What follows belongs to an exercise in optimizing a design on an open flow for small area; a production flow would make more cautious choices. Only simulation tests tie the RTL to the original design; equivalence was not proved. Power and IR drop assume default switching activity.

orange:
==> flow/design.v (excerpt) <==
module maxpool2x2_stream #(
  parameter int CH     = 6,
  parameter int DW     = 32,
  parameter int OW     = 8,
  parameter int IMG_W  = 28,
  parameter int IMG_H  = 28,
  parameter int QSHIFT = 8
) (
  input  logic             clk,
  input  logic             rst_n,
  input  logic             clear,
  input  logic             in_valid,
  output logic             in_ready,
  input  logic [CH*DW-1:0] in_data,
  output logic             out_valid,
  input  logic             out_ready,
  output logic [CH*OW-1:0] out_data,
  output logic             out_last
);
Size: ~1,200 cells after synthesis, about 250 I/O pins, roughly 23,000 sq um of cells after synthesis.
clock: 8.0 ns
lec_check: 0
cap_margin: 20
core_margin: 2
core_utilization: 65
place_density: 0.75
slew_margin: 20
standard.sh (not shown) runs the stock make flow with config.mk's settings and CLKGATE_MAP_FILE= SYNTH_SCRIPT=/design/flow/synth_recipe.tcl, a recipe that flattens the netlist after the stock synthesis.
==> flow/flow/run.sh <==
#!/bin/bash
# Own layout flow: the standard synthesis, then the combinational logic re-mapped for
# area (registers kept exactly as synthesised), then the standard ORFS layout with smaller
# port buffers and a clock tree of smaller buffers without dummy loads.
# Logs: make_synth.log, reopt.log, make_layout.log here; each ORFS step in orfs/logs/.
set -euo pipefail
here=$(pwd)
flowdir=$here/flow
res=$here/orfs/results/$FLOW_PLATFORM/maxpool2x2_stream/base
platdir=$FLOW_HOME/platforms/$FLOW_PLATFORM

export BUFFER_PORTS_ARGS="-buffer_cell sky130_fd_sc_hd__buf_1"
export CTS_ARGS="-sink_clustering_enable -repair_clock_nets -dont_use_dummy_load -buf_list {sky130_fd_sc_hd__clkbuf_4} -sink_clustering_size 12 -sink_clustering_max_diameter 40"

bash standard.sh synth > make_synth.log 2>&1

cp $res/1_2_yosys.v $here/standard_synth.v
export REOPT_IN=$here/standard_synth.v
export REOPT_OUT=$here/reopt.v
export REOPT_ABC=$flowdir/area.abc
export REOPT_LIB=$platdir/lib/sky130_fd_sc_hd__tt_025C_1v80.lib
export REOPT_TOP=$FLOW_TOP
export REOPT_SEQ="$(grep -o 'sky130_fd_sc_hd__[a-z0-9_]*' $REOPT_IN | sort -u | grep -E '__(df|edf|sdf|dl)' | tr '\n' ' ')"
export REOPT_DONT_USE="$(sed -n '/DONT_USE_CELLS += /,/^$/p' $platdir/config.mk | grep -o 'sky130_fd_sc_hd__[a-z0-9_]*' | tr '\n' ' ')"
yosys -c $flowdir/reopt.tcl > reopt.log 2>&1

cp $here/reopt.v $res/1_2_yosys.v
rm -f $res/1_synth.odb $res/1_synth.sdc
bash standard.sh > make_layout.log 2>&1
==> flow/flow/area.abc <==
strash
dc2
dch -f
amap
strash
dc2
dch -f
amap
strash
dch -f
amap
topo
dnsize -c
Other scripts of this flow, unchanged in this note and not shown: flow/flow/reopt.tcl
orange ran to completion and came out clean on the timing, DRC and antenna checks.
The following lists how blue was set up differently from orange:
Settings: CORE_UTILIZATION changed from 65 to 70; PLACE_DENSITY changed from 0.75 to 0.8.
diff --git a/flow/flow/run.sh b/flow/flow/run.sh
--- a/flow/flow/run.sh
+++ b/flow/flow/run.sh
@@ -12,3 +12,3 @@
 export BUFFER_PORTS_ARGS="-buffer_cell sky130_fd_sc_hd__buf_1"
-export CTS_ARGS="-sink_clustering_enable -repair_clock_nets -dont_use_dummy_load -buf_list {sky130_fd_sc_hd__clkbuf_4} -sink_clustering_size 12 -sink_clustering_max_diameter 40"
+export CTS_ARGS="-sink_clustering_enable -repair_clock_nets -dont_use_dummy_load -buf_list {sky130_fd_sc_hd__clkbuf_4 sky130_fd_sc_hd__clkbuf_8} -sink_clustering_size 20 -sink_clustering_max_diameter 60"
 
==> flow/flow/area.abc <==
strash
&get -n
&deepsyn -T 60
&put
dch -f
amap
strash
dch -f
amap
topo
dnsize -c
- Going from orange to blue, relative area change from synthesis to final layout saw an increase, count of inserted antenna diode cells went down, flip-flop and latch share of the layout cell area climbed 1.0 points, total number of sequential cells held.
- From orange to blue the numbers moved as follows: total vias in the final route went down by about 7%; synthesized cell count went down by 84.
- From orange to blue the numbers moved as follows: hold slack up 0.021 ns; setup slack fell by 0.0083 ns; total power of the final layout saw a decrease.

==> separate check: timing with driven ports <==
The results above use ideal ports. As a check the final layouts listed here were re-extracted and re-timed, cells and wires unchanged.
Step 1 sets driving cells, clkbuf_16 on the clock port and buf_2 on the other inputs (assumed; they add their load-dependent delay and slew).
Step 2 moves the port delays by t, midway between the first and last clock arrival at a register: inputs arrive t later, outputs are due t later. That takes back most of the time a late clock gives input paths.
a / b / c = ideal ports / drivers / drivers and shift; a / b = the first two.
run	t, ns	setup slack, ns	worst setup path at the end
orange	0.764	3.451 / 3.400 / 3.376	input to register
blue	0.599	3.443 / 3.394 / 3.552	input to register
After both steps setup and hold are still met in every run listed. The setup slack of orange, which loses most, moves by -0.051 ns with the drivers and by -0.075 ns with both steps.
